Context: an optimization exercise on an open-source flow, tuned for small area. The choices shown serve that exercise and are no tape-out recipe. In this exercise RTL edits were held to simulation tests only and were not proved equivalent to the original. Power is estimated from default activity; no workload was simulated.

## lane 1
==> flow/design.v <==
package dmem_pkg;
    typedef enum logic {
        ST_CLEAR = 1'b0,
        ST_READY = 1'b1
    } state_t;
    typedef enum logic [1:0] {
        ERR_OK      = 2'd0,
        ERR_RANGE   = 2'd1,
        ERR_BOTH    = 2'd2,
        ERR_NONE_OP = 2'd3
    } err_t;
    function automatic integer bytes_of(input integer data_width);
        bytes_of = data_width / 8;
    endfunction
    function automatic integer index_width(input integer depth);
        index_width = (depth > 1) ? $clog2(depth) : 1;
    endfunction
endpackage
module dmem_read_pipe (
    input  logic [2:0] sel,
    input  logic [2:0] bits,
    output logic       y_n
);
    assign y_n = !(|(sel & bits));
endmodule
module dmem_sel_nor2 (
    input  logic a_n,
    input  logic b_n,
    output logic y
);
    assign y = !(a_n || b_n);
endmodule
module dmem_wsel_nand2 (
    input  logic a,
    input  logic b,
    output logic y_n
);
    assign y_n = !(a && b);
endmodule
module data_memory_pipelined #(
    parameter int DATA_WIDTH   = 16,
    parameter int ADDR_WIDTH   = 16,
    parameter int DEPTH        = 256,
    parameter int READ_LATENCY = 1
) (
    input  logic                      clock,
    input  logic                      reset_n,
    input  logic                      ReqValid,
    output logic                      ReqReady,
    input  logic                      MemWrite,
    input  logic                      MemRead,
    input  logic [ADDR_WIDTH-1:0]     Address,
    input  logic [DATA_WIDTH-1:0]     WriteData,
    input  logic [DATA_WIDTH/8-1:0]   ByteEnable,
    output logic [DATA_WIDTH-1:0]     ReadData,
    output logic                      ReadValid,
    output logic                      AccessError
);
    localparam int BYTES     = dmem_pkg::bytes_of(DATA_WIDTH);
    localparam int LANE_BITS = (BYTES > 1) ? $clog2(BYTES) : 0;
    localparam int IDX_W     = dmem_pkg::index_width(DEPTH);
    localparam int LO_W      = IDX_W / 2;
    localparam int HI_W      = IDX_W - LO_W;
    localparam int NGRP      = DEPTH / 3;
    localparam int NREST     = DEPTH - 3 * NGRP;
    logic                        ready_q;
    logic                        clr;
    logic [ADDR_WIDTH-1:0]       word_addr;
    logic [IDX_W-1:0]            word_idx;
    logic                        in_range;
    logic                        acc;
    logic                        req_err;
    logic                        rd_ok;
    logic [(1<<HI_W)-1:0]        hi_sel;
    logic [(1<<LO_W)-1:0]        lo_sel;
    logic [DEPTH-1:0]            word_sel;
    logic [(1<<HI_W)-1:0]        hi_wr;
    logic [(1<<LO_W)-1:0]        lo_wr;
    logic [BYTES-1:0]            word_we [DEPTH];
    logic [BYTES-1:0]            lane_we;
    logic [DATA_WIDTH-1:0]       wdata;
    logic [DEPTH*DATA_WIDTH-1:0] mem_q;
    logic [DEPTH-1:0]            col [DATA_WIDTH];
    logic [DATA_WIDTH-1:0]       rd_lo;
    logic [DATA_WIDTH-1:0]       rd_hi;
    logic [DATA_WIDTH-1:0]       rd_lo_q;
    logic [DATA_WIDTH-1:0]       rd_hi_q;
    logic                        rd_ok_q;
    logic                        rsp_vld_q;
    logic                        rsp_err_q;
    always_ff @(posedge clock or negedge reset_n) begin
        if (!reset_n) begin
            ready_q <= 1'b0;
        end else begin
            ready_q <= 1'b1;
        end
    end
    assign ReqReady = ready_q;
    assign clr      = !ready_q;
    assign word_addr = Address >> LANE_BITS;
    assign word_idx  = word_addr[IDX_W-1:0];
    assign in_range  = (64'(word_addr) < 64'(DEPTH));
    assign acc       = ReqValid && ready_q;
    assign req_err   = (MemWrite == MemRead) || !in_range;
    assign rd_ok     = in_range && !MemWrite;
    always_comb begin
        for (int i = 0; i < (1 << HI_W); i++) begin
            hi_sel[i] = (word_idx[IDX_W-1:LO_W] == HI_W'(i));
            hi_wr[i]  = clr || hi_sel[i];
        end
        for (int j = 0; j < (1 << LO_W); j++) begin
            lo_sel[j] = (word_idx[LO_W-1:0] == LO_W'(j));
            lo_wr[j]  = clr || lo_sel[j];
        end
    end
    for (genvar w = 0; w < DEPTH; w++) begin : g_dec
        dmem_sel_nor2 u_sel (.a_n(!hi_sel[w >> LO_W]), .b_n(!lo_sel[w % (1 << LO_W)]), .y(word_sel[w]));
        logic wsel_n;
        dmem_wsel_nand2 u_wsel (.a(hi_wr[w >> LO_W]), .b(lo_wr[w % (1 << LO_W)]), .y_n(wsel_n));
        for (genvar b = 0; b < BYTES; b++) begin : g_lane
            dmem_sel_nor2 u_we (.a_n(wsel_n), .b_n(!lane_we[b]), .y(word_we[w][b]));
        end
    end
    assign lane_we = clr ? '1 : ({BYTES{acc && MemWrite && !MemRead && in_range}} & ByteEnable);
    assign wdata   = clr ? '0 : WriteData;
    always_ff @(posedge clock) begin
        for (int w = 0; w < DEPTH; w++) begin
            for (int b = 0; b < BYTES; b++) begin
                if (word_we[w][b]) begin
                    mem_q[w*DATA_WIDTH + 8*b +: 8] <= wdata[8*b +: 8];
                end
            end
        end
    end
    always_comb begin
        for (int i = 0; i < DATA_WIDTH; i++) begin
            for (int w = 0; w < DEPTH; w++) begin
                col[i][w] = mem_q[w*DATA_WIDTH + i];
            end
        end
    end
    for (genvar i = 0; i < DATA_WIDTH; i++) begin : g_rd
        logic [NGRP-1:0] grp_n;
        for (genvar g = 0; g < NGRP; g++) begin : g_grp
            dmem_read_pipe u_aoi (.sel(word_sel[3*g +: 3]), .bits(col[i][3*g +: 3]), .y_n(grp_n[g]));
        end
        assign rd_lo[i] = !(&grp_n[NGRP/2-1:0]);
        if (NREST > 0) begin : g_rest
            assign rd_hi[i] = !(&grp_n[NGRP-1:NGRP/2]) || |(word_sel[DEPTH-1 -: NREST] & col[i][DEPTH-1 -: NREST]);
        end else begin : g_norest
            assign rd_hi[i] = !(&grp_n[NGRP-1:NGRP/2]);
        end
    end
    always_ff @(posedge clock or negedge reset_n) begin
        if (!reset_n) begin
            rsp_vld_q <= 1'b0;
            rsp_err_q <= 1'b0;
        end else begin
            rsp_vld_q <= acc && MemRead;
            rsp_err_q <= acc && req_err;
        end
    end
    always_ff @(posedge clock) begin
        rd_lo_q <= rd_lo;
        rd_hi_q <= rd_hi;
        rd_ok_q <= rd_ok;
    end
    assign ReadData    = (rd_lo_q | rd_hi_q) & {DATA_WIDTH{rd_ok_q}};
    assign ReadValid   = rsp_vld_q;
    assign AccessError = rsp_err_q;
endmodule
make LEC_CHECK=0 CAP_MARGIN=20 CORE_MARGIN=2 CORE_UTILIZATION=60 CTS_BUF_LIST=sky130_fd_sc_hd__clkbuf_8 CTS_CLUSTER_DIAMETER=60 CTS_CLUSTER_SIZE=16 GPL_TIMING_DRIVEN=1 SETUP_SLACK_MARGIN=0.3 SLEW_MARGIN=20 SYNTH_HIERARCHICAL=1 finish   # period 5.0 ns
run.sh (not shown) runs the stock make flow with config.mk's settings and CLKGATE_MAP_FILE= SYNTH_SCRIPT=/design/flow/synth_recipe.tcl, a recipe that flattens the netlist after the stock synthesis.
Every stage of the flow completed for lane 1, and the final layout passed the timing, DRC and antenna checks.
Inputs modified between lane 1 and lane 2:
- swapping 1 for 0 in GPL_TIMING_DRIVEN
--- outcome ---
Taking lane 1 as the reference, in lane 2 routed wire length per instance went up, relative area change from synthesis to final layout shows a reduction of 2.3 points, cell area fell by 2.0%.


## job 9500
data_memory_pipelined, a different RTL version from the one above (not shown whole).
Size in the first run: ~6,900 cells after synthesis, roughly 4,100 flip-flops, about 58 I/O pins, ~140,000 µm² of cells after synthesis.
==> flow/design.v (excerpt) <==
module data_memory_pipelined #(
    parameter int DATA_WIDTH   = 16,
    parameter int ADDR_WIDTH   = 16,
    parameter int DEPTH        = 256,
    parameter int READ_LATENCY = 1
) (
    input  logic                      clock,
    input  logic                      reset_n,
    input  logic                      ReqValid,
    output logic                      ReqReady,
    input  logic                      MemWrite,
    input  logic                      MemRead,
    input  logic [ADDR_WIDTH-1:0]     Address,
    input  logic [DATA_WIDTH-1:0]     WriteData,
    input  logic [DATA_WIDTH/8-1:0]   ByteEnable,
    output logic [DATA_WIDTH-1:0]     ReadData,
    output logic                      ReadValid,
    output logic                      AccessError
);
Settings: LEC_CHECK=0, CAP_MARGIN=20, CORE_MARGIN=2, CORE_UTILIZATION=60, CTS_BUF_LIST=sky130_fd_sc_hd__clkbuf_8, CTS_CLUSTER_DIAMETER=60, CTS_CLUSTER_SIZE=18, GPL_TIMING_DRIVEN=0, SETUP_SLACK_MARGIN=0.3, SLEW_MARGIN=20, SYNTH_HIERARCHICAL=1; clock period 5.0 ns.
No stage failed in job 9500, and the final checks on the layout all came back clean.
The following lists how job 2017 was set up differently from job 9500:
Settings: swapping 20 for 10 in CAP_MARGIN; swapping 60 for 70 in CORE_UTILIZATION; swapping 20 for 10 in SLEW_MARGIN.
### Flow results
- Final checks on job 2017, whose flow otherwise completed, came back failing, citing negative setup slack.
- Measured against each other, job 9500 and job 2017 differ in detail-routed net length per standard cell, the lower figure coming from job 2017.
- Re sequential share of layout area: job 9500 and job 2017 aren't equal, and the higher value belongs to job 2017.
- Compared with job 9500, job 2017 shows a total met3 wirelength after detailed routing that is about 25% higher.
- Summary of job 2017 over job 9500: power dropped about 0.56%, pin count of the biggest net entering global routing climbed 27%.
- The worst setup skew after layout of job 2017 was inferior to that of job 9500.
#### Input delta (job 6617 over job 2017)
Settings: CORE_UTILIZATION now 65, was 70.
Findings:
Every stage of the flow completed for job 6617, and the final layout passed the timing, DRC and antenna checks. Job 6617 ends up with a non-clock buffer count in the final layout that is 10 lower than in job 2017. Job 6617 vs. job 2017: total power was more or less identical; number of buffers added for setup after CTS went down by 12; worst-case clock buffer depth was more or less identical. Job 2017 ended up with met2 as its routing layer with the top usage in global route; job 6617 ended up with met1. On total detailed-routing wirelength, the higher figure sits with job 6617, not job 2017. Of job 6617 and job 2017, it is job 6617 that has the lower combined global-route utilization of all metal layers. In job 6617, the worst hold slack came out 0.014 ns below the value in job 2017. Job 2017 → job 6617: fraction of cell area in non-clock buffers held; synthesis-to-finish area growth went up 0.24 points.
Inputs modified between job 6617 and job 973:
Settings: CTS_CLUSTER_SIZE: 18 -> 17; CORE_UTILIZATION: 65 -> 60.
==> flow/flow/run.sh (new file) <==
#!/bin/bash
# The standard ORFS layout, with plain buffers instead of delay cells on the input and
# output ports. The whole make output goes to standard.log; ORFS keeps each step's log under orfs/logs.
set -euo pipefail
export BUFFER_PORTS_ARGS="-buffer_cell sky130_fd_sc_hd__buf_4"
bash standard.sh finish > standard.log 2>&1
==> flow/standard.sh (new file) <==
#!/bin/bash
# synth_recipe.tcl (not shown) runs the flow's synth.tcl, then flattens the netlist and writes it again
# the make line also repeats each setting of config.mk as NAME=value (left out here)
make -C /OpenROAD-flow-scripts/flow DESIGN_CONFIG=/design/flow/config.mk WORK_HOME=/design/flow/orfs CLKGATE_MAP_FILE= SYNTH_SCRIPT=/design/flow/synth_recipe.tcl "${@:-finish}"
removed: flow/run.sh
Results
Having completed the whole flow, job 973 delivered a layout that passed the timing, DRC and antenna checks. Against job 6617, job 973 comes in 14 higher on clock-buffer cell count. Post-CTS setup buffer count for job 973: 10 down relative to job 6617. Delta (job 973 minus job 6617): standby leakage power higher, tap cell count picked up an extra 209. Looking at worst IR drop on VDD across both flows, job 973 is the stronger of the two, with job 6617 trailing.

-- afterwards: timing with drivers on the ports --
The flow's constraints put no driver on any port. The routed layouts listed below were extracted and timed again, unchanged, in two steps. Step 1 sets driving cells, clkbuf_16 on the clock port and buf_2 on the other inputs (assumed; they add their load-dependent delay and slew). Step 2 adds t to the input delays and takes it off the output delays; t is the mean of the earliest and latest rising clock arrival at the registers after step 1. Input paths then give back, and output paths get back, about the clock's delay inside the block. a / b / c = no drivers / after step 1 / after step 2; a / b = the first two.
| run | t (ns) | setup slack, ns | hold WS [ns] | pins driven straight from the clock port |
|---|---|---|---|---|
| lane 1 | 1.199 | 0.779 / 0.824 / -0.375 | 0.511 / 0.443 / 0.607 | 1 |
| lane 2 | 1.176 | 0.407 / 0.400 / -0.776 | 0.529 / 0.464 / 0.625 | 1 |
| job 9500 | 1.167 | 0.203 / 0.230 / -0.937 | 0.101 / 0.037 / 0.651 | 1 |
| job 2017 | 1.187 | -0.010 / 0.022 / -1.164 | 0.107 / 0.048 / 0.652 | 1 |
| job 6617 | 1.192 | 0.168 / 0.062 / -1.130 | 0.093 / 0.033 / 0.583 | 1 |
| job 973 | 1.188 | 0.171 / 0.202 / -0.986 | 0.163 / 0.106 / 0.638 | 1 |
Met with ideal ports but missed after step 2: setup timing in 5 of these runs. The setup slack of job 6617, which loses most, moves by -0.106 ns with the drivers and by -1.298 ns with both steps.
